From an optimization exercise on the open Yosys and OpenROAD flow, aimed at a short achievable clock period and few clock cycles; shortcuts taken in it are not production practice. Function was checked by simulation only, so behaviour that the tests miss may differ from the original.

==> job 2375: inputs <==
==> flow/design.v (excerpt) <==
module single_cycle_mips (
	input  logic                                clk,
	input  logic                                rst_n,
	output mips_pkg::word_t                     ir_addr,
	input  mips_pkg::word_t                     ir,
	input  mips_pkg::word_t                     read_data_mem,
	output logic                                cen,
	output logic                                wen,
	output logic                                oen,
	output logic [mips_pkg::dmem_addr_w-1:0]    a,
	output mips_pkg::word_t                     data_to_mem
);
Settings: LEC_CHECK=0, CAP_MARGIN=40, CORE_MARGIN=2, CORE_UTILIZATION=45, SETUP_SLACK_MARGIN=5, SLEW_MARGIN=40, SYNTH_HIERARCHICAL=1, SYNTH_MINIMUM_KEEP_SIZE=0, TNS_END_PERCENT=5; clock period 8.0 ns.
standard.sh (not shown) runs the stock make flow with config.mk's settings and CLKGATE_MAP_FILE= SYNTH_SCRIPT=/design/flow/synth_recipe.tcl, a recipe that flattens the netlist after the stock synthesis.
==> flow/flow/run.sh <==
#!/bin/bash
# The standard layout, with three changes after synthesis: the ports get
# sky130_fd_sc_hd__buf_4 buffers, sizing may swap a cell for one of another
# footprint, and the delay cells are not used (so the repairs use plain
# buffers). Each step's output goes to a log file of its own here.
set -euo pipefail
PLATFORM_DONT_USE=" sky130_fd_sc_hd__probe_p_8 sky130_fd_sc_hd__probec_p_8 sky130_fd_sc_hd__lpflow_bleeder_1 sky130_fd_sc_hd__lpflow_clkbufkapwr_1 sky130_fd_sc_hd__lpflow_clkbufkapwr_16 sky130_fd_sc_hd__lpflow_clkbufkapwr_2 sky130_fd_sc_hd__lpflow_clkbufkapwr_4 sky130_fd_sc_hd__lpflow_clkbufkapwr_8 sky130_fd_sc_hd__lpflow_clkinvkapwr_1 sky130_fd_sc_hd__lpflow_clkinvkapwr_16 sky130_fd_sc_hd__lpflow_clkinvkapwr_2 sky130_fd_sc_hd__lpflow_clkinvkapwr_4 sky130_fd_sc_hd__lpflow_clkinvkapwr_8 sky130_fd_sc_hd__lpflow_decapkapwr_12 sky130_fd_sc_hd__lpflow_decapkapwr_3 sky130_fd_sc_hd__lpflow_decapkapwr_4 sky130_fd_sc_hd__lpflow_decapkapwr_6 sky130_fd_sc_hd__lpflow_decapkapwr_8 sky130_fd_sc_hd__lpflow_inputiso0n_1 sky130_fd_sc_hd__lpflow_inputiso0p_1 sky130_fd_sc_hd__lpflow_inputiso1n_1 sky130_fd_sc_hd__lpflow_inputiso1p_1 sky130_fd_sc_hd__lpflow_inputisolatch_1 sky130_fd_sc_hd__lpflow_isobufsrc_1 sky130_fd_sc_hd__lpflow_isobufsrc_16 sky130_fd_sc_hd__lpflow_isobufsrc_2 sky130_fd_sc_hd__lpflow_isobufsrc_4 sky130_fd_sc_hd__lpflow_isobufsrc_8 sky130_fd_sc_hd__lpflow_isobufsrckapwr_16 sky130_fd_sc_hd__lpflow_lsbuf_lh_hl_isowell_tap_1 sky130_fd_sc_hd__lpflow_lsbuf_lh_hl_isowell_tap_2 sky130_fd_sc_hd__lpflow_lsbuf_lh_hl_isowell_tap_4 sky130_fd_sc_hd__lpflow_lsbuf_lh_isowell_4 sky130_fd_sc_hd__lpflow_lsbuf_lh_isowell_tap_1 sky130_fd_sc_hd__lpflow_lsbuf_lh_isowell_tap_2 sky130_fd_sc_hd__lpflow_lsbuf_lh_isowell_tap_4 "
DELAY_CELLS="sky130_fd_sc_hd__clkdlybuf4s15_1 sky130_fd_sc_hd__clkdlybuf4s15_2 sky130_fd_sc_hd__clkdlybuf4s18_1 sky130_fd_sc_hd__clkdlybuf4s18_2 sky130_fd_sc_hd__clkdlybuf4s25_1 sky130_fd_sc_hd__clkdlybuf4s25_2 sky130_fd_sc_hd__clkdlybuf4s50_1 sky130_fd_sc_hd__clkdlybuf4s50_2 sky130_fd_sc_hd__dlygate4sd1_1 sky130_fd_sc_hd__dlygate4sd2_1 sky130_fd_sc_hd__dlygate4sd3_1 sky130_fd_sc_hd__dlymetal6s2s_1 sky130_fd_sc_hd__dlymetal6s4s_1 sky130_fd_sc_hd__dlymetal6s6s_1"
bash standard.sh synth > flow_synth.log 2>&1
bash standard.sh "DONT_USE_CELLS=$PLATFORM_DONT_USE $DELAY_CELLS" MATCH_CELL_FOOTPRINT=0 \
	"BUFFER_PORTS_ARGS=-buffer_cell sky130_fd_sc_hd__buf_4" finish > flow_layout.log 2>&1
==> inputs of job 7887, as changes to job 2375 <==
--- a/flow/design.v
+++ b/flow/design.v
@@ -180,43 +180,35 @@
 		end
 	end
 endmodule
 module zero_flags (
 	input  logic                clk,
 	input  logic                rst_n,
-	input  mips_pkg::reg_addr_t w_rd,      
+	input  logic [31:1]         w_oh,      
 	input  mips_pkg::word_t     w_val,
 	input  logic                w_zk,
 	input  logic                w_zf,
-	output logic [31:0]         zk,        
-	output logic [31:0]         zf
+	output logic [31:1]         zk,        
+	output logic [31:1]         zf
 );
-	mips_pkg::reg_addr_t v_rd;
-	logic                v_zero;
-	logic [31:1]         zflag;
+	logic [31:1] zflag;
+	logic        w_zero;
+	assign w_zero = (w_val == '0);
 	always_comb begin
-		for (int k = 0; k < 32; k++) begin
-			zk[k] = 1'b1;
-			if (k == 0)              zf[k] = 1'b1;
-			else if (w_rd == 5'(k)) begin
-				zk[k] = w_zk;
-				zf[k] = w_zf;
-			end
-			else if (v_rd == 5'(k))  zf[k] = v_zero;
-			else                     zf[k] = zflag[k];
+		for (int k = 1; k < 32; k++) begin
+			zk[k] = w_oh[k] ? w_zk : 1'b1;
+			zf[k] = w_oh[k] ? w_zf : zflag[k];
 		end
 	end
 	always_ff @(posedge clk or negedge rst_n) begin
 		if (!rst_n) begin
-			v_rd   <= '0;
-			v_zero <= 1'b1;
-			zflag  <= '1;
+			zflag <= '1;
 		end else begin
-			v_rd   <= w_rd;
-			v_zero <= (w_val == '0);
-			if (v_rd != '0) zflag[v_rd] <= v_zero;
+			for (int k = 1; k < 32; k++) begin
+				if (w_oh[k]) zflag[k] <= w_zero;
+			end
 		end
 	end
 endmodule
 `default_nettype wire
 `default_nettype none
 import mips_pkg::*;
@@ -515,28 +507,35 @@
 	assign sz_00 = sumzero(x_a, x_b);
 	assign sz_01 = sumzero(x_a, w_val);
 	assign sz_10 = sumzero(w_val, x_b);
 	assign sz_11 = sumzero(w_val, w_val);
 	assign x_sumzero = x_fa ? (x_fb ? sz_11 : sz_10) : (x_fb ? sz_01 : sz_00);
 	assign rdm_zero  = (read_data_mem == '0);
-	logic [31:0] zf_old, zk_old;
+	logic [31:1] zf_old, zk_old, w_oh;
 	zero_flags u_zf (
-		.clk (clk), .rst_n (rst_n), .w_rd (w_rd), .w_val (w_val), .w_zk (w_zk), .w_zf (w_zf),
+		.clk (clk), .rst_n (rst_n), .w_oh (w_oh), .w_val (w_val), .w_zk (w_zk), .w_zf (w_zf),
 		.zk (zk_old), .zf (zf_old)
 	);
+	logic rs0_z, rt0_z, zk_rs, zf_rs, zk_rt, zf_rt;
+	assign rs0_z = (d_rs_oh == '0);
+	assign rt0_z = (d_rt_oh == '0);
+	assign zk_rs = ((d_rs_oh & ~zk_old) == '0);
+	assign zf_rs = rs0_z || ((d_rs_oh & zf_old) != '0);
+	assign zk_rt = ((d_rt_oh & ~zk_old) == '0);
+	assign zf_rt = rt0_z || ((d_rt_oh & zf_old) != '0);
 	logic x_zero, x_zknown, byp_rs, byp_rt;
 	assign x_zero   = x_load ? rdm_zero : x_sumzero;
 	assign x_zknown = x_load || x_isadd;
 	assign byp_rs   = d_bx_rs && x_v;
 	assign byp_rt   = d_bx_rt && x_v;
 	logic d_br, d_skip, d_zc, d_early, d_zero, d_taken, d_unres;
 	assign d_br    = dd_beq || dd_bne;
 	assign d_skip  = (d_ir[15:0] == '0);      
 	assign d_zc    = (rs == '0) || (rt == '0);
-	assign d_early = d_zc && (byp_rs ? x_zknown : zk_old[rs]) && (byp_rt ? x_zknown : zk_old[rt]);
-	assign d_zero  = (byp_rs ? x_zero : zf_old[rs]) && (byp_rt ? x_zero : zf_old[rt]);
+	assign d_early = d_zc && (byp_rs ? x_zknown : zk_rs) && (byp_rt ? x_zknown : zk_rt);
+	assign d_zero  = (byp_rs ? x_zero : zf_rs) && (byp_rt ? x_zero : zf_rt);
 	assign d_taken = dd_beq ? d_zero : !d_zero;
 	assign d_unres = d_br && !d_skip && !d_early;
 	assign d_redirect = d_v && d_br && !d_skip && d_early && (d_taken != d_pred);
 	assign d_target   = d_taken ? d_bt : d_pc4;
 	logic [8:0] addr_rf, addr_as, addr_ld, addr_lg, d_addr, cs_s, cs_c, x_lg;
 	logic       unused_c1, unused_c2, unused_c3, unused_c5;
@@ -613,27 +612,35 @@
 		end
 	end
 	alu u_alu (.op_a (a_eff), .op_b (b_eff), .op_bx (bx_eff), .sub (x_sub), .shamt (x_sh), .sel (x_sel),
 	           .ld (x_load), .ld_data (read_data_mem), .result (alu_res));
 	assign wb = alu_res;
 	logic x_eq, x_taken;
-	assign x_eq       = (a_eff == b_eff);
+	logic eq00, eq01, eq10, jr_nf, jr_f;
+	assign eq00       = (x_a == x_b);
+	assign eq01       = (x_a == w_val);
+	assign eq10       = (w_val == x_b);
+	assign x_eq       = x_fa ? (x_fb ? 1'b1 : eq10) : (x_fb ? eq01 : eq00);
+	assign jr_nf      = (x_a != x_jrpred);
+	assign jr_f       = (w_val != x_jrpred);
 	assign x_taken    = (x_beq && x_eq) || (x_bne && !x_eq);
 	assign x_redirect = x_v && (((x_beq || x_bne) && (x_taken != x_pred)) ||
-	                            (x_jr && (a_eff != x_jrpred)));
+	                            (x_jr && (x_fa ? jr_f : jr_nf)));
 	assign x_target   = x_jr ? a_eff : x_alt;
 	always_ff @(posedge clk or negedge rst_n) begin
 		if (!rst_n) begin
 			w_rd   <= '0;
 			w_val  <= '0;
 			w_valn <= '1;
 			w_zk   <= 1'b1;
 			w_zf   <= 1'b1;
+			w_oh   <= '0;
 		end else begin
 			w_zk   <= x_zknown;
 			w_zf   <= x_zero;
+			for (int k = 1; k < 32; k++) w_oh[k] <= (e_rd == 5'(k));
 			w_rd   <= e_rd;
 			w_val  <= wb;
 			w_valn <= ~wb;
 		end
 	end
 	assign a           = x_addr;
==> flow/run.sh (new file) <==
#!/bin/bash
# synth_recipe.tcl (not shown) runs the flow's synth.tcl, then flattens the netlist and writes it again
# the make line also repeats each setting of config.mk as NAME=value (left out here)
make -C /OpenROAD-flow-scripts/flow DESIGN_CONFIG=/design/flow/config.mk WORK_HOME=/design/flow/orfs CLKGATE_MAP_FILE= SYNTH_SCRIPT=/design/flow/synth_recipe.tcl finish
removed: flow/flow/run.sh
removed: flow/standard.sh
==> inputs of job 8789, as changes to job 2375 <==
==> flow/run.sh (new file) <==
#!/bin/bash
# synth_recipe.tcl (not shown) runs the flow's synth.tcl, then flattens the netlist and writes it again
# the make line also repeats each setting of config.mk as NAME=value (left out here)
make -C /OpenROAD-flow-scripts/flow DESIGN_CONFIG=/design/flow/config.mk WORK_HOME=/design/flow/orfs CLKGATE_MAP_FILE= SYNTH_SCRIPT=/design/flow/synth_recipe.tcl finish
removed: flow/flow/run.sh
removed: flow/standard.sh
==> results.yml <==
run_status:
  status: "finished clean"
place:
  pre_cts_ws_ns: 2.16
worst_setup_path:
  rr_worst_depth: 14
  r2r_end: "w_val[0]$_DFF_PN0_"
power_and_ir_drop:
  p_seq_mw: 9.66
  pg_comb_mw: 6.24
  p_total_mw: 24.6
final_layout:
  fill_cells: 17739
  fin_nets: 9317
  clkbuf_count: 256
  num_antenna_cells: 35
sta:
  worst_slack_ns: 4.09
  max_freq_mhz: 256
clock_tree:
  cts.sinks: 1615
[end of results for job 7887]
==> results.yml <==
run_status:
  status: "finished clean"
power_and_ir_drop:
  p_total_mw: 24.0
  p_seq_mw: 9.49
final_layout:
  fill_cells: 18472
  num_antenna_cells: 27
  clkbuf_count: 229
  instances_no_fill: 11991
  fin_nets: 9372
place:
  pre_cts_ws_ns: 2.20
worst_setup_path:
  rr_worst_depth: 14
  r2r_end: "u_pc.pc[30]$_DFF_PN0_"
sta:
  worst_slack_ns: 3.85
  max_freq_mhz: 241
clock_tree:
  cts.sinks: 1590
die:
  initial_core_util_pct: 45.1
[end of results for job 8789]
==> results.yml <==
run_status:
  status: "finished clean"
worst_setup_path:
  cpLargestDelayFamily: "buffers and inverters"
  r2r_end: "w_val[0]$_DFF_PN0_"
  rr_worst_depth: 27
sta:
  max_freq_mhz: 230
  worst_slack_ns: 3.65
final_layout:
  nonClkBufAreaFrac_pct: 4.74
  clkbuf_count: 249
  fill_cells: 18587
  fin_nets: 9396
power_and_ir_drop:
  p_seq_mw: 9.61
  p_total_mw: 23.5
worst_hold_path:
  hp-start: "d_jrpred[6]$_DFFE_PN0N_"
clock_tree:
  cts.sinks: 1590
place:
  pre_cts_ws_ns: 2.36
[end of results for job 2375]
Testbench counts of job 2375, summed over its fixed seeds: cycles 87,453.
Testbench counts of job 7887, summed over its fixed seeds: cycles 87,453.
Testbench counts of job 8789, summed over its fixed seeds: cycles 87,453.

[port drivers added, routing unchanged]
The results above use ideal ports. As a check the final layouts listed here were re-extracted and re-timed, cells and wires unchanged.
Step 1 (the two cells are an assumption about what drives the block):
set clk [get_ports {clk}]
set_driving_cell -lib_cell sky130_fd_sc_hd__clkbuf_16 $clk
set_driving_cell -lib_cell sky130_fd_sc_hd__buf_2 [delete_from_list [all_inputs] $clk]
Step 2, shift: input delay + t, output delay - t, t = (earliest + latest rising clock arrival at the registers) / 2. This alone moves slack from input paths to output paths.
Three values: ideal ports, drivers, drivers and shift; two values: the first two.
run	shift t [ns]	setup slack, ns	hold WS [ns]
job 2375	0.927	3.651 / 3.651 / 3.080	0.360 / 0.360 / 0.360
job 7887	0.953	4.093 / 4.020 / 3.479	0.370 / 0.370 / 0.370
job 8789	0.941	3.854 / 3.854 / 3.020	0.366 / 0.366 / 0.366
After both steps setup and hold are still met in every run listed. For job 8789, which loses most, drivers alone change the setup slack by 0.000 ns; drivers and shift together by -0.834 ns.
